This design comes from an exercise in tuning for a short achievable clock period and few clock cycles on the open sky130 flow, not from production work.
Only simulation tests tie the RTL to the original design; equivalence was not proved.
Power is estimated from default activity; no workload was simulated.

<file path="design/flow/design.v">
`default_nettype none
package cpu_pkg;
    localparam int unsigned xlen      = 32;              
    localparam int unsigned mem_w     = 64;              
    localparam int unsigned addr_w    = 31;              
    localparam int unsigned dw_addr_w = addr_w - 3;      
    localparam int unsigned reg_idx_w = 4;               
    localparam int unsigned ib_n      = 16;               
    localparam int unsigned ib_cw     = 5;               
    localparam logic [7:0] op_bcr = 8'h07;               
    localparam logic [7:0] op_nr  = 8'h14;
    localparam logic [7:0] op_or  = 8'h16;
    localparam logic [7:0] op_xr  = 8'h17;
    localparam logic [7:0] op_lr  = 8'h18;
    localparam logic [7:0] op_ar  = 8'h1A;
    localparam logic [7:0] op_sr  = 8'h1B;
    localparam logic [7:0] op_st  = 8'h50;               
    localparam logic [7:0] op_l   = 8'h58;               
    localparam logic [1:0] op_rr_fmt = 2'b00;            
    typedef enum logic [2:0] {
        alu_pass,
        alu_add,
        alu_sub,
        alu_and,
        alu_or,
        alu_xor
    } alu_op_t;
    typedef logic [1:0] cc_t;
endpackage
`default_nettype wire
`timescale 1ns/10ps
`default_nettype none
module cpu_alu (
    input  cpu_pkg::alu_op_t       op_i,
    input  wire [cpu_pkg::xlen-1:0]       a_i,
    input  wire [cpu_pkg::xlen-1:0]       b_i,
    output logic [cpu_pkg::xlen-1:0]      res_o,
    output cpu_pkg::cc_t         cc_o,
    output logic                 cc_valid_o
);
    logic                     sub;
    logic [cpu_pkg::xlen-1:0] bx;
    logic [cpu_pkg::xlen-1:0] sum;
    logic                     ovf;
    logic                     zero;
    logic [cpu_pkg::xlen-1:0] lres;
    assign sub = (op_i == cpu_pkg::alu_sub);
    assign bx  = sub ? ~b_i : b_i;
    assign sum = a_i + bx + cpu_pkg::xlen'(sub);
    assign ovf = (a_i[cpu_pkg::xlen-1] == bx[cpu_pkg::xlen-1]) && (sum[cpu_pkg::xlen-1] != a_i[cpu_pkg::xlen-1]);
    assign zero = ((a_i ^ bx) == {(a_i[cpu_pkg::xlen-2:0] | bx[cpu_pkg::xlen-2:0]), sub});
    always_comb begin
        case (op_i)
            cpu_pkg::alu_and: lres = a_i & b_i;
            cpu_pkg::alu_or:  lres = a_i | b_i;
            cpu_pkg::alu_xor: lres = a_i ^ b_i;
            default:          lres = b_i;            
        endcase
    end
    always_comb begin
        res_o      = lres;
        cc_o       = (lres == '0) ? 2'd0 : 2'd1;
        cc_valid_o = 1'b1;
        case (op_i)
            cpu_pkg::alu_add, cpu_pkg::alu_sub: begin
                res_o = sum;
                if (ovf) begin
                    cc_o = 2'd3;
                end else if (zero) begin
                    cc_o = 2'd0;
                end else if (sum[cpu_pkg::xlen-1]) begin
                    cc_o = 2'd1;                     
                end else begin
                    cc_o = 2'd2;                     
                end
            end
            cpu_pkg::alu_and, cpu_pkg::alu_or, cpu_pkg::alu_xor: ;
            default: begin
                cc_valid_o = 1'b0;
            end
        endcase
    end
endmodule
`default_nettype wire
`timescale 1ns/10ps
`default_nettype none
module gpr_file (
    input  wire                  clk,
    input  wire                  rst,
    input  wire [5:0][15:0]      rsel_i,
    output logic [5:0][cpu_pkg::xlen-1:0]     rd_o,
    input  wire [15:0]           w0_sel_i,
    input  wire [cpu_pkg::xlen-1:0]       w0_data_i,
    input  wire [15:0]           w1_sel_i,
    input  wire [cpu_pkg::xlen-1:0]       w1_data_i,
    input  wire [15:0]           wm_sel_i,
    input  wire [cpu_pkg::xlen-1:0]       wm_data_i
);
    logic [cpu_pkg::xlen-1:0] regs [2**cpu_pkg::reg_idx_w];
    always_comb begin
        for (int p = 0; p < 6; p++) begin
            rd_o[p] = '0;
            for (int i = 0; i < 2**cpu_pkg::reg_idx_w; i++) begin
                rd_o[p] = rd_o[p] | (rsel_i[p][i] ? regs[i] : '0);
            end
        end
    end
    always_ff @(posedge clk) begin
        for (int i = 0; i < 2**cpu_pkg::reg_idx_w; i++) begin
            if (rst) begin
                regs[i] <= '0;
            end else if (w1_sel_i[i]) begin
                regs[i] <= w1_data_i;
            end else if (w0_sel_i[i]) begin
                regs[i] <= w0_data_i;
            end else if (wm_sel_i[i]) begin
                regs[i] <= wm_data_i;
            end
        end
    end
endmodule
`default_nettype wire
`timescale 1ns/10ps
`default_nettype none
module mem_port (
    input  wire [cpu_pkg::mem_w-1:0]      ram_din_i,
    input  wire                  ram_ready_i,
    output logic [cpu_pkg::mem_w-1:0]     ram_dout_o,
    output logic [7:0]           ram_mask_o,
    output logic [cpu_pkg::dw_addr_w-1:0] ram_addr_o,
    output logic                 ram_we_o,
    output logic                 ram_re_o,
    input  wire                  dat_rd_i,
    input  wire                  dat_wr_i,
    input  wire [cpu_pkg::dw_addr_w-1:0]  addr_i,
    input  wire                  dat_lower_i,
    input  wire [cpu_pkg::mem_w-1:0]      dat_wdata_i,
    input  wire [7:0]            dat_mask_i,
    input  wire                  fetch_i,
    output logic                 ready_o,
    output logic [cpu_pkg::xlen-1:0]      rd_word_o
);
    assign ram_addr_o = addr_i;
    assign ram_re_o   = (dat_rd_i | fetch_i) & ram_ready_i;      
    assign ram_we_o   = dat_wr_i & ram_ready_i;
    assign ram_dout_o = dat_wdata_i;
    assign ram_mask_o = dat_mask_i;
    assign ready_o    = ram_ready_i;
    assign rd_word_o = dat_lower_i ? ram_din_i[31:0] : ram_din_i[63:32];
endmodule
`default_nettype wire
`timescale 1ns/10ps
`default_nettype none
module cpu_dec (
    input  wire [31:0]           ins_i,
    output logic [7:0]           op_o,
    output logic [cpu_pkg::reg_idx_w-1:0] r1_o,
    output logic [cpu_pkg::reg_idx_w-1:0] r2_o,
    output logic [cpu_pkg::reg_idx_w-1:0] b2_o,
    output logic [11:0]          disp_o,
    output logic                 is_rr_o,
    output logic                 is_alu_o,
    output logic                 is_lr_o,
    output logic                 is_bcr_o,
    output logic                 is_l_o,
    output logic                 is_st_o,
    output cpu_pkg::alu_op_t     alu_op_o
);
    assign op_o    = ins_i[31:24];
    assign r1_o    = ins_i[23:20];
    assign r2_o    = ins_i[19:16];
    assign b2_o    = ins_i[15:12];
    assign disp_o  = ins_i[11:0];
    assign is_rr_o = (op_o[7:6] == cpu_pkg::op_rr_fmt);
    assign is_lr_o  = (op_o == cpu_pkg::op_lr);
    assign is_bcr_o = (op_o == cpu_pkg::op_bcr);
    assign is_l_o   = (op_o == cpu_pkg::op_l);
    assign is_st_o  = (op_o == cpu_pkg::op_st);
    always_comb begin
        is_alu_o = 1'b1;
        alu_op_o = cpu_pkg::alu_pass;
        case (op_o)
            cpu_pkg::op_ar: alu_op_o = cpu_pkg::alu_add;
            cpu_pkg::op_sr: alu_op_o = cpu_pkg::alu_sub;
            cpu_pkg::op_nr: alu_op_o = cpu_pkg::alu_and;
            cpu_pkg::op_or: alu_op_o = cpu_pkg::alu_or;
            cpu_pkg::op_xr: alu_op_o = cpu_pkg::alu_xor;
            default:        is_alu_o = 1'b0;
        endcase
    end
endmodule
module cpu_seq (
    input  wire                  clk,
    input  wire                  rst,
    output logic [5:0][15:0]     rsel_o,
    input  wire [5:0][cpu_pkg::xlen-1:0]       rd_i,
    input  wire [cpu_pkg::xlen-1:0]       alu0_res_i,
    input  cpu_pkg::cc_t          alu0_cc_i,
    input  wire [cpu_pkg::xlen-1:0]       alu1_res_i,
    input  cpu_pkg::cc_t          alu1_cc_i,
    output cpu_pkg::alu_op_t       alu0_op_o,
    output cpu_pkg::alu_op_t       alu1_op_o,
    output logic [15:0]          w0_sel_o,
    output logic [cpu_pkg::xlen-1:0]      w0_data_o,
    output logic [15:0]          w1_sel_o,
    output logic [cpu_pkg::xlen-1:0]      w1_data_o,
    output logic [15:0]          wm_sel_o,
    output logic [cpu_pkg::xlen-1:0]      wm_data_o,
    output logic                 dat_rd_o,
    output logic                 dat_wr_o,
    output logic [cpu_pkg::dw_addr_w-1:0] addr_o,
    output logic                 dat_lower_o,
    output logic [cpu_pkg::mem_w-1:0]     dat_wdata_o,
    output logic [7:0]           dat_mask_o,
    output logic                 fetch_o,
    input  wire                  ready_i,
    input  wire [cpu_pkg::mem_w-1:0]      din_i,
    input  wire [cpu_pkg::xlen-1:0]       rd_word_i
);
    localparam int unsigned n  = cpu_pkg::ib_n;
    localparam int unsigned cw = cpu_pkg::ib_cw;
    logic [15:0]            ib [n];
    logic [cw-1:0]          ib_cnt;
    logic [4:1]             has_q;       
    logic [31:0]            i1;
    cpu_pkg::cc_t                    cc;
    logic [cpu_pkg::addr_w-1:1]      fpc;         
    logic                   fetch_q;     
    logic [cpu_pkg::dw_addr_w-1:0]   m_addr;      
    logic                   m_load;
    logic                   m_store;
    logic [cpu_pkg::reg_idx_w-1:0]   m_rd;
    logic                   m_lane;      
    logic [cpu_pkg::mem_w-1:0]       m_wdata;
    logic [7:0]             m_mask;
    logic                   bc_q;        
    logic [3:0]             bmask_q;
    logic [cpu_pkg::addr_w-1:1]      tq;
    logic [7:0]             op0, op1;
    logic [3:0]             r1_0, r2_0, b2_0, r1_1, r2_1, b2_1;
    logic [11:0]            disp0, disp1;
    logic                   rr0, alu0, lr0, bcr0, l0, st0;
    logic                   rr1, alu1, lr1, bcr1, l1, st1;
    logic                   mem0, mem1;
    cpu_dec u_dec0 (
        .ins_i    ({ib[0], ib[1]}),
        .op_o     (op0),
        .r1_o     (r1_0),
        .r2_o     (r2_0),
        .b2_o     (b2_0),
        .disp_o   (disp0),
        .is_rr_o  (rr0),
        .is_alu_o (alu0),
        .is_lr_o  (lr0),
        .is_bcr_o (bcr0),
        .is_l_o   (l0),
        .is_st_o  (st0),
        .alu_op_o (alu0_op_o)
    );
    cpu_dec u_dec1 (
        .ins_i    (i1),
        .op_o     (op1),
        .r1_o     (r1_1),
        .r2_o     (r2_1),
        .b2_o     (b2_1),
        .disp_o   (disp1),
        .is_rr_o  (rr1),
        .is_alu_o (alu1),
        .is_lr_o  (lr1),
        .is_bcr_o (bcr1),
        .is_l_o   (l1),
        .is_st_o  (st1),
        .alu_op_o (alu1_op_o)
    );
    assign mem0 = l0 | st0;
    assign mem1 = l1 | st1;
    logic                   cpl0, cpl1, haz0, haz1, raw, rdy0, pair;
    logic                   cond0, cond1, br0, br1, taken;
    logic [4:0]             used;        
    assign cpl0 = rr0 ? has_q[1] : has_q[2];
    assign cpl1 = rr0 ? (rr1 ? has_q[2] : has_q[3]) : (rr1 ? has_q[3] : has_q[4]);
    function automatic logic reads_reg(input logic alu, input logic lr, input logic st,
                                       input logic mem, input logic [3:0] r1,
                                       input logic [3:0] r2, input logic [3:0] b2,
                                       input logic [3:0] rd);
        reads_reg = ((alu || st) && (r1 == rd)) ||
               ((alu || lr) && (r2 == rd)) ||
               (mem && (r2 != '0) && (r2 == rd)) ||
               (mem && (b2 != '0) && (b2 == rd));
    endfunction
    assign haz0 = m_load && reads_reg(alu0, lr0, st0, mem0, r1_0, r2_0, b2_0, m_rd);
    assign haz1 = m_load && reads_reg(alu1, lr1, st1, mem1, r1_1, r2_1, b2_1, m_rd);
    assign raw = (alu0 || lr0 || l0) &&
                 (reads_reg(alu1, lr1, st1, mem1, r1_1, r2_1, b2_1, r1_0) ||
                  (bcr1 && (r2_1 == r1_0)) ||
                  (l0 && (alu1 || lr1) && (r1_1 == r1_0)));
    assign cond0 = bcr0 && r1_0[~cc] && (r2_0 != '0);
    assign cond1 = bcr1 && r1_1[~cc] && (r2_1 != '0);
    assign rdy0 = cpl0 && !haz0;
    assign pair = rdy0 && cpl1 && !haz1 && !cond0 && !raw && !(mem0 && mem1) &&
                  !(alu0 && bcr1);
    assign br0   = rdy0 && cond0;
    assign br1   = pair && cond1;
    assign taken = br0 || br1;
    assign used[0] = !rdy0;
    assign used[1] = rdy0 && !pair && rr0;
    assign used[2] = rdy0 && (pair ? (rr0 && rr1) : !rr0);
    assign used[3] = pair && (rr0 != rr1);
    assign used[4] = pair && !rr0 && !rr1;
    logic [5:0][15:0]       rsel_q;
    logic [5:0][3:0]        ridx_nxt;
    assign rsel_o = rsel_q;
    logic [cpu_pkg::xlen-1:0]        ea0, ea1, ea;
    assign ea0 = cpu_pkg::xlen'(disp0) + ((r2_0 != '0) ? rd_i[1] : '0) + ((b2_0 != '0) ? rd_i[2] : '0);
    assign ea1 = cpu_pkg::xlen'(disp1) + ((r2_1 != '0) ? rd_i[4] : '0) + ((b2_1 != '0) ? rd_i[5] : '0);
    assign ea  = mem0 ? ea0 : ea1;
    logic [15:0]            m_rd_oh;
    assign w0_sel_o  = (ready_i && rdy0 && (alu0 || lr0)) ? rsel_q[0] : '0;
    assign w0_data_o = alu0_res_i;
    assign w1_sel_o  = (ready_i && pair && (alu1 || lr1)) ? rsel_q[3] : '0;
    assign w1_data_o = alu1_res_i;
    assign wm_sel_o  = (ready_i && m_load) ? m_rd_oh : '0;
    assign wm_data_o = rd_word_i;
    logic                   early;       
    logic                   match;       
    logic                   fetched;     
    assign early       = bc_q && bmask_q[~cc] && !m_load && !m_store;
    assign match       = early && br0;
    assign fetched     = fetch_q && !early && !m_load && !m_store;
    assign dat_rd_o    = m_load;
    assign dat_wr_o    = m_store;
    assign fetch_o     = (fetch_q && !m_store) || early;
    assign addr_o      = (m_load || m_store) ? m_addr :
                         early ? tq[cpu_pkg::addr_w-1:3] : fpc[cpu_pkg::addr_w-1:3];
    assign dat_lower_o = m_lane;
    assign dat_wdata_o = m_wdata;
    assign dat_mask_o  = m_mask;
    logic [cpu_pkg::addr_w-1:1]      br_reg;
    logic [cpu_pkg::addr_w-1:1]      br_tgt;
    logic [cpu_pkg::reg_idx_w-1:0]   br_r2;
    assign br_r2  = cond0 ? r2_0 : r2_1;
    assign br_reg = cond0 ? rd_i[1][cpu_pkg::addr_w-1:1] : rd_i[4][cpu_pkg::addr_w-1:1];
    assign br_tgt = (m_load && (br_r2 == m_rd)) ? rd_word_i[cpu_pkg::addr_w-1:1] : br_reg;
    logic [1:0]             off, offt;
    logic [15:0]            hw [4];
    logic [15:0]            mid [n];
    logic [15:0]            ib_nxt [n];
    logic [cw-1:0]          cnt_nxt;
    logic [cw-1:0]          cnt_add;
    logic [cw-1:0]          cnt_fill;    
    assign off   = fpc[2:1];
    assign offt  = tq[2:1];
    assign hw[0] = din_i[63:48];
    assign hw[1] = din_i[47:32];
    assign hw[2] = din_i[31:16];
    assign hw[3] = din_i[15:0];
    always_comb begin
        for (int k = 0; k < n; k++) begin
            mid[k] = ib[k];
            if (fetched) begin
                for (int j = 0; j < 4; j++) begin
                    if ((j >= int'(off)) && (k == int'(ib_cnt) + j - int'(off))) begin
                        mid[k] = hw[j];
                    end
                end
            end
        end
        for (int k = 0; k < n; k++) begin
            ib_nxt[k] = mid[k];
            for (int u = 1; u <= 4; u++) begin
                if (used[u] && (k + u < n)) begin
                    ib_nxt[k] = mid[(k + u) % n];
                end
            end
            if (match && (k < 4)) begin
                ib_nxt[k] = hw[(k + int'(offt)) % 4];
            end
        end
        cnt_add = fetched ? cw'(3'd4 - 3'(off)) : '0;
        cnt_fill = ib_cnt + cnt_add;
        if (match) begin
            cnt_nxt = cw'(3'd4 - 3'(offt));
        end else if (taken) begin
            cnt_nxt = '0;
        end else begin
            cnt_nxt = cnt_fill;
            for (int u = 1; u <= 4; u++) begin
                if (used[u]) begin
                    cnt_nxt = cnt_fill - cw'(u);
                end
            end
        end
    end
    logic [31:0]            i1_nxt;
    assign i1_nxt      = (ib_nxt[0][15:14] == cpu_pkg::op_rr_fmt) ? {ib_nxt[1], ib_nxt[2]} : {ib_nxt[2], ib_nxt[3]};
    assign ridx_nxt[0] = ib_nxt[0][7:4];
    assign ridx_nxt[1] = ib_nxt[0][3:0];
    assign ridx_nxt[2] = ib_nxt[1][15:12];
    assign ridx_nxt[3] = i1_nxt[23:20];
    assign ridx_nxt[4] = i1_nxt[19:16];
    assign ridx_nxt[5] = i1_nxt[15:12];
    logic [cpu_pkg::addr_w-1:1]      fpc_nxt;
    logic                   m_nxt;
    logic                   fetch_nxt;
    assign fpc_nxt   = match ? {tq[cpu_pkg::addr_w-1:3] + cpu_pkg::dw_addr_w'(1), 2'b00} :
                       taken ? br_tgt :
                       fetched ? {fpc[cpu_pkg::addr_w-1:3] + cpu_pkg::dw_addr_w'(1), 2'b00} : fpc;
    assign m_nxt     = rdy0 && (mem0 || (pair && mem1));
    assign fetch_nxt = taken || (cnt_fill <= cw'(n - 4));
    logic                   bc_nxt;
    assign bc_nxt = rdy0 && !pair && !br0 && cpl1 && bcr1 && (r2_1 != '0) &&
                    !((alu0 || lr0) && (r1_0 == r2_1)) && !(m_load && (m_rd == r2_1));
    always_ff @(posedge clk) begin
        if (rst) begin
            ib_cnt  <= '0;
            has_q   <= '0;
            fpc     <= '0;
            cc      <= '0;
            m_load  <= 1'b0;
            m_store <= 1'b0;
            fetch_q <= 1'b1;
            bc_q    <= 1'b0;
        end else if (ready_i) begin
            ib_cnt  <= cnt_nxt;
            for (int k = 1; k <= 4; k++) begin
                has_q[k] <= (cnt_nxt >= cw'(k));
            end
            fpc     <= fpc_nxt;
            fetch_q <= fetch_nxt;
            if (pair && alu1) begin
                cc <= alu1_cc_i;
            end else if (rdy0 && alu0) begin
                cc <= alu0_cc_i;
            end
            m_load  <= rdy0 && (l0 || (pair && l1));
            m_store <= rdy0 && (st0 || (pair && st1));
            bc_q    <= bc_nxt;
        end
    end
    always_ff @(posedge clk) begin
        if (ready_i) begin
            for (int k = 0; k < n; k++) begin
                ib[k] <= ib_nxt[k];
            end
            i1 <= i1_nxt;
            for (int p = 0; p < 6; p++) begin
                for (int i = 0; i < 16; i++) begin
                    rsel_q[p][i] <= (ridx_nxt[p] == 4'(i));
                end
            end
            bmask_q <= r1_1;
            m_addr  <= ea[cpu_pkg::addr_w-1:3];
            tq      <= rd_i[4][cpu_pkg::addr_w-1:1];
            if (m_nxt) begin
                m_rd    <= mem0 ? r1_0 : r1_1;
                m_rd_oh <= mem0 ? rsel_q[0] : rsel_q[3];
                m_lane  <= ea[2];
                m_wdata <= ea[2] ? {32'd0, (mem0 ? rd_i[0] : rd_i[3])} : {(mem0 ? rd_i[0] : rd_i[3]), 32'd0};
                m_mask  <= ea[2] ? 8'h0F : 8'hF0;
            end
        end
    end
endmodule
`default_nettype wire
`timescale 1ns/10ps
`default_nettype none
module cpu_top (
    input  wire                  clk,
    input  wire                  rst,
    input  wire [cpu_pkg::mem_w-1:0]      ram_din_i,
    input  wire                  ram_ready_i,
    output logic [cpu_pkg::mem_w-1:0]     ram_dout_o,
    output logic [7:0]           ram_mask_o,
    output logic [cpu_pkg::dw_addr_w-1:0] ram_addr_o,
    output logic                 ram_we_o,
    output logic                 ram_re_o
);
    logic [5:0][15:0]              rsel;
    logic [5:0][cpu_pkg::xlen-1:0]      rd;
    logic [15:0]          w0_sel;
    logic [cpu_pkg::xlen-1:0]      w0_data;
    logic [15:0]          w1_sel;
    logic [cpu_pkg::xlen-1:0]      w1_data;
    logic [15:0]          wm_sel;
    logic [cpu_pkg::xlen-1:0]      wm_data;
    cpu_pkg::alu_op_t              alu0_op;
    cpu_pkg::alu_op_t              alu1_op;
    logic [cpu_pkg::xlen-1:0]      alu0_res;
    logic [cpu_pkg::xlen-1:0]      alu1_res;
    cpu_pkg::cc_t                  alu0_cc;
    cpu_pkg::cc_t                  alu1_cc;
    logic                 alu0_cc_valid;
    logic                 alu1_cc_valid;
    logic                 dat_rd;
    logic                 dat_wr;
    logic [cpu_pkg::dw_addr_w-1:0] mem_addr;
    logic                 dat_lower;
    logic [cpu_pkg::mem_w-1:0]     dat_wdata;
    logic [7:0]           dat_mask;
    logic                 fetch;
    logic                 ready;
    logic [cpu_pkg::xlen-1:0]      rd_word;
    cpu_seq u_seq (
        .clk            (clk),
        .rst            (rst),
        .rsel_o         (rsel),
        .rd_i           (rd),
        .alu0_res_i     (alu0_res),
        .alu0_cc_i      (alu0_cc),
        .alu1_res_i     (alu1_res),
        .alu1_cc_i      (alu1_cc),
        .alu0_op_o      (alu0_op),
        .alu1_op_o      (alu1_op),
        .w0_sel_o       (w0_sel),
        .w0_data_o      (w0_data),
        .w1_sel_o       (w1_sel),
        .w1_data_o      (w1_data),
        .wm_sel_o       (wm_sel),
        .wm_data_o      (wm_data),
        .dat_rd_o       (dat_rd),
        .dat_wr_o       (dat_wr),
        .addr_o         (mem_addr),
        .dat_lower_o    (dat_lower),
        .dat_wdata_o    (dat_wdata),
        .dat_mask_o     (dat_mask),
        .fetch_o        (fetch),
        .ready_i        (ready),
        .din_i          (ram_din_i),
        .rd_word_i      (rd_word)
    );
    gpr_file u_gpr (
        .clk       (clk),
        .rst       (rst),
        .rsel_i    (rsel),
        .rd_o      (rd),
        .w0_sel_i  (w0_sel),
        .w0_data_i (w0_data),
        .w1_sel_i  (w1_sel),
        .w1_data_i (w1_data),
        .wm_sel_i  (wm_sel),
        .wm_data_i (wm_data)
    );
    cpu_alu u_alu0 (
        .op_i       (alu0_op),
        .a_i        (rd[0]),
        .b_i        (rd[1]),
        .res_o      (alu0_res),
        .cc_o       (alu0_cc),
        .cc_valid_o (alu0_cc_valid)
    );
    cpu_alu u_alu1 (
        .op_i       (alu1_op),
        .a_i        (rd[3]),
        .b_i        (rd[4]),
        .res_o      (alu1_res),
        .cc_o       (alu1_cc),
        .cc_valid_o (alu1_cc_valid)
    );
    mem_port u_mem (
        .ram_din_i   (ram_din_i),
        .ram_ready_i (ram_ready_i),
        .ram_dout_o  (ram_dout_o),
        .ram_mask_o  (ram_mask_o),
        .ram_addr_o  (ram_addr_o),
        .ram_we_o    (ram_we_o),
        .ram_re_o    (ram_re_o),
        .dat_rd_i    (dat_rd),
        .dat_wr_i    (dat_wr),
        .addr_i      (mem_addr),
        .dat_lower_i (dat_lower),
        .dat_wdata_i (dat_wdata),
        .dat_mask_i  (dat_mask),
        .fetch_i     (fetch),
        .ready_o     (ready),
        .rd_word_o   (rd_word)
    );
endmodule
`default_nettype wire
</file>
<file path="design/flow/flow/run.sh">
#!/bin/bash
# Own layout flow: the standard flow (standard.sh, all steps) with two
# changes to how the layout is made:
#  * the port buffers that buffer_ports inserts are buf_4 cells instead of
#    the clkdlybuf4s50_1 delay cells it picks by default (every port still
#    gets its own buffer);
#  * setup repair aims below the 10 ns clock, at a 4.4 ns period.
# The SDC, clock and everything else are the standard flow's.  make's output goes to
# standard.log; each ORFS step writes its own log under orfs/logs/.
set -euo pipefail
bash standard.sh "BUFFER_PORTS_ARGS=-buffer_cell sky130_fd_sc_hd__buf_4" \
    "SETUP_SLACK_MARGIN=5.6" finish > standard.log 2>&1
</file>
<file path="design/flow/standard.sh">
#!/bin/bash
# synth_recipe.tcl (not shown) runs the flow's synth.tcl, then flattens the netlist and writes it again
# the make line also repeats each setting of config.mk as NAME=value (left out here)
make -C /OpenROAD-flow-scripts/flow DESIGN_CONFIG=/design/flow/config.mk WORK_HOME=/design/flow/orfs CLKGATE_MAP_FILE= SYNTH_SCRIPT=/design/flow/synth_recipe.tcl "${@:-finish}"
</file>
<file path="design/flow/config.mk">
export PLATFORM = sky130hd
export DESIGN_NAME = cpu_top
export DESIGN_NICKNAME = cpu_top
export VERILOG_FILES = /design/flow/design.v
export SDC_FILE = /design/flow/constraint.sdc
export NUM_CORES = 4
export LEC_CHECK = 0
export CAP_MARGIN = 20
export CELL_PAD_IN_SITES_DETAIL_PLACEMENT = 1
export CELL_PAD_IN_SITES_GLOBAL_PLACEMENT = 2
export CORE_MARGIN = 2
export CORE_UTILIZATION = 40
export SLEW_MARGIN = 20
export TNS_END_PERCENT = 10
</file>
<file path="design/flow/constraint.sdc">
create_clock -name core_clock -period 10.0 [get_ports {clk}]
set_input_delay 2.0000 -clock core_clock [delete_from_list [all_inputs] [get_ports {clk}]]
set_output_delay 2.0000 -clock core_clock [all_outputs]
set_load 0.01 [all_outputs]
</file>
==> impl_metrics.tcl, run 1 <==
set metrics [dict create \
    status "did not finish" \
    stop_stage "global routing" \
    tool.error "[ERROR GRT-0232] Routing congestion too high. Check the congestion heatmap in the GUI." \
    die_h_um 520 \
    dpl_cell_area_um2 113000 \
    syn_nets 14700 \
    initial_core_util_pct 40.2 \
    cts-hold-fix-buffers 0 \
    root_buffer "clkbuf_16" \
    synth.most_common_cell "nor2_1" \
    ioPinCount 169 \
    cts.sink_count 1089 \
    async_flop_share_pct 0 \
    rows 189 \
    synthCells 14300 \
    yosys-top-cells-count "nor2_1, nand2_1, clkbuf_1" \
    place_ws_ns 2.70 \
    overflow 1 \
    synthesis.area_um2 107000 \
    grt.total_usage_pct 69.8 \
    ys_types 135 \
    htreeDepth 4 \
    dominantRegCellSynth "dfxtp_1" \
    synth_edf_count 532 \
    clockBufferDepth 4 \
    grt_max_degree 136 \
    die_w_um 520 \
    syn_area_per_cell_um2 7.47 \
    synthTopCellsByArea "edfxtp_1, dfxtp_1, a22oi_1, nor2_1, nand2_1" \
    synth_top_area_cell "edfxtp_1" \
    hpwl_um 589000 \
    cts_buffers 148 \
    io_buffers 168 \
    ys_warn_count 9 \
    place_congestion 1.14 \
    yosysTopAreaCellShare_pct 15.0 \
    synth_seq_cells 1089 \
    synth_seq_area_share_pct 25.5 \
]
-- stage by stage --
stage | utilization [%] | instances
floorplan | - | 14300
global placement | 42.6 | 17100
detailed placement | 42.6 | 17100
CTS | 47.5 | 17700
-- logic make-up after synthesis --
kind of cell | after synthesis | synth area share [%]
xor+xnor | 345 | 2.89
fa+ha+maj | 413 | 5.07
flops | 1089 | 25.5
mux | 427 | 4.11
buf+inv | 1862 | 6.92
simple gates | 4563 | 18.8
compound gates | 5564 | 36.8
-- metal layers --
metal  GRT overflow  global-route usage [%]
met1              1                    72.5
met2              0                    87.2
met3              0                    48.7
met4              0                    69.8
met5              0                    24.7
-- power by group through the flow --
stage                     Combinational (mW)  Sequential (mW)  Clock, mW
after floorplan                         16.8             7.28          0
after global placement                  29.2             8.00          0
after CTS                               35.8             7.70       5.58
after detailed placement                29.8             8.07          0
-- worst min path at each step --
stage	start	end	slack [ns]	cells past startpoint
2_1_floorplan	u_seq.has_q[4]	u_seq.has_q[4]	0.45	2
3_5_place_dp	u_seq.bc_q	u_seq.bc_q	0.49	2
4_1_cts	u_seq.bc_q	u_seq.bc_q	0.49	2
3_3_place_gp	u_seq.fpc[30]	u_seq.fpc[30]	0.47	2
-- what timing repair did --
item / 4_1_cts
cloned: 27
pin swaps: 241
setup endpoints to repair: 1153
resized for setup: 961
setup buffers: 347
hold endpoints to repair: 0
Testbench counts, summed over its fixed seeds: cycles 37,448.
==> run 2: changes to the inputs <==
--- a/design/flow/config.mk
+++ b/design/flow/config.mk
@@ -11,3 +11,4 @@
 export CORE_MARGIN = 2
-export CORE_UTILIZATION = 40
+export CORE_UTILIZATION = 35
+export PLACE_DENSITY = 0.45
 export SLEW_MARGIN = 20
==> impl_metrics.tcl, run 2 <==
set metrics [dict create \
    synthAdderAreaFrac_pct 5.07 \
    hpwl_um 626000 \
    io_buffers 168 \
    tool.error "[ERROR GRT-0232] Routing congestion too high. Check the congestion heatmap in the GUI." \
    status "did not finish" \
    synth_compound_area_share_pct 36.8 \
    htreeDepth 4 \
    grt.total_usage_pct 62.6 \
    cts_buffers 154 \
    place_congestion 1.12 \
    synth_mux_area_share_pct 4.11 \
    root_buffer "clkbuf_16" \
    rows 202 \
    die_w_um 556 \
    grt_max_degree 147 \
    ys_warn_count 9 \
    ys_types 135 \
    synthTopCellsByArea "edfxtp_1, dfxtp_1, a22oi_1, nor2_1, nand2_1" \
    yosys-top-cells-count "nor2_1, nand2_1, clkbuf_1" \
    synth_top_area_cell "edfxtp_1" \
    cts.sink_count 1089 \
    place_ws_ns 2.90 \
    synthXorXnorAreaFrac_pct 2.89 \
    clockBufferDepth 4 \
    die_h_um 556 \
    synthSimpleGateAreaFrac_pct 18.8 \
    cts-hold-fix-buffers 0 \
    dominantRegCellSynth "dfxtp_1" \
    yosysTopAreaCellShare_pct 15.0 \
    overflow 2 \
    stop_stage "global routing" \
    syn_nets 14700 \
    synth.most_common_cell "nor2_1" \
    synth_top_family_by_area "compound AO/OA/AOI/OAI gates" \
    synthesis.area_um2 107000 \
    syn_area_per_cell_um2 7.47 \
    async_flop_share_pct 0 \
    synth_seq_cells 1089 \
    synthCells 14300 \
    ioPinCount 169 \
    initial_core_util_pct 35.2 \
    synth_seq_area_share_pct 25.5 \
    synth_edf_count 532 \
]
==> run 2: cell counts after synthesis <==
No cell type changed its count.
==> run 2: layer usage <==
metal	overflow	global-route usage, %
met1	0	66.4
met2	2	80.3
met3	0	39.4
met4	0	61.6
met5	0	19.4
==> run 2: timing repair <==
item | in CTS
gates cloned | 32
setup buffers | 370
endpoints found under the setup margin | 1202
gates resized for setup | 1054
pin swaps | 267
==> run 2: power by group through the flow <==
stage | combinational [mW] | sequential, mW | clock (mW)
CTS | 37.1 | 7.68 | 5.87
detailed placement | 30.5 | 7.96 | 0
global placement | 30.0 | 7.90 | 0
floorplan | 16.8 | 7.28 | 0
==> run 2: worst min-delay path by stage <==
stage / start / to / cells past startpoint
after CTS: u_seq.bc_q / u_seq.bc_q / 2
after floorplan: u_seq.has_q[4] / u_seq.has_q[4] / 2
after global placement: u_seq.fpc[30] / u_seq.fpc[30] / 2
after detailed placement: u_seq.fpc[29] / u_seq.fpc[29] / 2
==> run 2: kinds of logic after synthesis <==
kind of cell	after synthesis
buffers and inverters	1862
XOR/XNOR	345
flip-flops	1089
multiplexers	427
AND/OR/NAND/NOR	4563
AO/OA/AOI/OAI	5564
adder cells (fa/ha/maj)	413
==> run 2: stage by stage <==
stage	instance area, um2	utilization [%]	std cells	hold slack (ns)
2_1_floorplan	107000	-	14300	0.454
3_3_place_gp	114000	37.5	17600	0.475
3_5_place_dp	114000	37.6	17600	0.502
4_1_cts	128000	42.2	18200	0.522
==> run 3: changes to the inputs <==
--- a/design/flow/design.v
+++ b/design/flow/design.v
@@ -89,4 +89,4 @@
     input  wire                  rst,
-    input  wire [5:0][15:0]      rsel_i,
-    output logic [5:0][cpu_pkg::xlen-1:0]     rd_o,
+    input  wire [4:0][15:0]      rsel_i,
+    output logic [4:0][cpu_pkg::xlen-1:0]     rd_o,
     input  wire [15:0]           w0_sel_i,
@@ -100,3 +100,3 @@
     always_comb begin
-        for (int p = 0; p < 6; p++) begin
+        for (int p = 0; p < 5; p++) begin
             rd_o[p] = '0;
@@ -194,4 +194,4 @@
     input  wire                  rst,
-    output logic [5:0][15:0]     rsel_o,
-    input  wire [5:0][cpu_pkg::xlen-1:0]       rd_i,
+    output logic [4:0][15:0]     rsel_o,
+    input  wire [4:0][cpu_pkg::xlen-1:0]       rd_i,
     input  wire [cpu_pkg::xlen-1:0]       alu0_res_i,
@@ -309,9 +309,13 @@
     assign used[4] = pair && !rr0 && !rr1;
-    logic [5:0][15:0]       rsel_q;
-    logic [5:0][3:0]        ridx_nxt;
+    logic [4:0][15:0]       rsel_q;
+    logic [4:0][3:0]        ridx_nxt;
     assign rsel_o = rsel_q;
-    logic [cpu_pkg::xlen-1:0]        ea0, ea1, ea;
-    assign ea0 = cpu_pkg::xlen'(disp0) + ((r2_0 != '0) ? rd_i[1] : '0) + ((b2_0 != '0) ? rd_i[2] : '0);
-    assign ea1 = cpu_pkg::xlen'(disp1) + ((r2_1 != '0) ? rd_i[4] : '0) + ((b2_1 != '0) ? rd_i[5] : '0);
-    assign ea  = mem0 ? ea0 : ea1;
+    logic [cpu_pkg::xlen-1:0]        ea, ea_x;
+    logic [11:0]            ea_d;
+    logic                   ea_xv, ea_bv;
+    assign ea_d  = mem0 ? disp0 : disp1;
+    assign ea_x  = mem0 ? rd_i[1] : rd_i[4];
+    assign ea_xv = mem0 ? (r2_0 != '0) : (r2_1 != '0);
+    assign ea_bv = mem0 ? (b2_0 != '0) : (b2_1 != '0);
+    assign ea    = cpu_pkg::xlen'(ea_d) + (ea_xv ? ea_x : '0) + (ea_bv ? rd_i[2] : '0);
     logic [15:0]            m_rd_oh;
@@ -397,6 +401,6 @@
     assign ridx_nxt[1] = ib_nxt[0][3:0];
-    assign ridx_nxt[2] = ib_nxt[1][15:12];
+    assign ridx_nxt[2] = ((ib_nxt[0][15:8] == cpu_pkg::op_l) || (ib_nxt[0][15:8] == cpu_pkg::op_st)) ?
+                         ib_nxt[1][15:12] : i1_nxt[15:12];
     assign ridx_nxt[3] = i1_nxt[23:20];
     assign ridx_nxt[4] = i1_nxt[19:16];
-    assign ridx_nxt[5] = i1_nxt[15:12];
     logic [cpu_pkg::addr_w-1:1]      fpc_nxt;
@@ -445,3 +449,3 @@
             i1 <= i1_nxt;
-            for (int p = 0; p < 6; p++) begin
+            for (int p = 0; p < 5; p++) begin
                 for (int i = 0; i < 16; i++) begin
@@ -477,4 +481,4 @@
 );
-    logic [5:0][15:0]              rsel;
-    logic [5:0][cpu_pkg::xlen-1:0]      rd;
+    logic [4:0][15:0]              rsel;
+    logic [4:0][cpu_pkg::xlen-1:0]      rd;
     logic [15:0]          w0_sel;
--- a/design/flow/config.mk
+++ b/design/flow/config.mk
@@ -8,7 +8,5 @@
 export CAP_MARGIN = 20
-export CELL_PAD_IN_SITES_DETAIL_PLACEMENT = 1
-export CELL_PAD_IN_SITES_GLOBAL_PLACEMENT = 2
 export CORE_MARGIN = 2
-export CORE_UTILIZATION = 35
-export PLACE_DENSITY = 0.45
+export CORE_UTILIZATION = 30
+export MIN_ROUTING_LAYER = met2
 export SLEW_MARGIN = 20
==> impl_metrics.tcl, run 3 <==
set metrics [dict create \
    status "did not finish" \
    stop_stage "global routing" \
    tool.error "[ERROR GRT-0116] Global routing finished with congestion. Check the congestion regions in the DRC Viewer." \
    ys_types 116 \
    grt_pass1_vias 194000 \
    synth_seq_area_share_pct 26.4 \
    cts.sink_count 1073 \
    synthesis.area_um2 101000 \
    syn_area_per_cell_um2 7.46 \
    synth_seq_cells 1073 \
    synthCells 13500 \
    hpwl_um 565000 \
    ioPinCount 169 \
    synth_top_area_cell "edfxtp_1" \
    synth_edf_count 516 \
    root_buffer "clkbuf_16" \
    initial_core_util_pct 30.1 \
    place_congestion 1.35 \
    grt.total_usage_pct 85.8 \
    overflow 2870 \
    htreeDepth 4 \
    clockBufferDepth 4 \
    yosys-top-cells-count "nor2_1, nand2_1, clkbuf_1" \
    dominantRegCellSynth "dfxtp_1" \
    syn_nets 14000 \
    io_buffers 168 \
    synthTopCellsByArea "edfxtp_1, dfxtp_1, a22oi_1, nor2_1, nand2_1" \
    rows 213 \
    die_h_um 584 \
    synth.most_common_cell "nor2_1" \
    grt_pass1_wl_um 1370000 \
    yosysTopAreaCellShare_pct 15.3 \
    cts-hold-fix-buffers 0 \
    die_w_um 584 \
    ys_warn_count 9 \
    cts_buffers 159 \
    async_flop_share_pct 0 \
    grt_max_degree 124 \
]
## run 3: through the flow
| stage | area, um2 | setup WS, ns | utilization [%] | power, mW | std cells |
|---|---|---|---|---|---|
| CTS | 122000 | 4.85 | 36.4 | 42.0 | 18000 |
| detailed placement | 108000 | 2.47 | 32.3 | 32.3 | 17300 |
| global placement | 108000 | 2.44 | 32.2 | 32.4 | 17300 |
| floorplan | 101000 | 4.70 | - | 20.7 | 13500 |
## run 3: logic make-up after synthesis
logic type	share of synthesized area, %
xor+xnor	2.89
compound gates	36.1
flops	26.4
mux	4.56
simple gates	18.5
fa+ha+maj	4.52
buf+inv	7.01
## run 3: timing repair
item                       in CTS
gates resized for setup       845
buffers inserted              412
setup endpoints to repair    1160
pin swaps                     182
gates cloned                   33
## run 3: how the worst max path moves through the flow
stage                      from  depth (start not counted)                end  slack [ns]
4_1_cts        u_seq.rsel_q[18]                         24  u_gpr.regs[6][30]        4.85
3_5_place_dp    u_seq.ib[0][15]                         20   u_seq.m_addr[27]        2.47
3_3_place_gp    u_seq.ib[0][15]                         20   u_seq.m_addr[27]        2.44
2_1_floorplan      u_seq.i1[16]                         19   u_seq.m_addr[27]        4.70
## run 3: power groups by stage
stage	Clock [mW]	Combinational (mW)	Sequential (mW)
CTS	6.06	28.7	7.22
detailed placement	0	24.9	7.48
floorplan	0	13.8	6.95
global placement	0	24.9	7.47
## run 3: routing by layer
layer / track usage, % / GRT overflow
met5: 73.9 / 264
met2: 87.1 / 627
met1: - / -
met4: 76.8 / 479
met3: 91.0 / 1500
Testbench counts of run 3, summed over its fixed seeds: cycles 37,448.
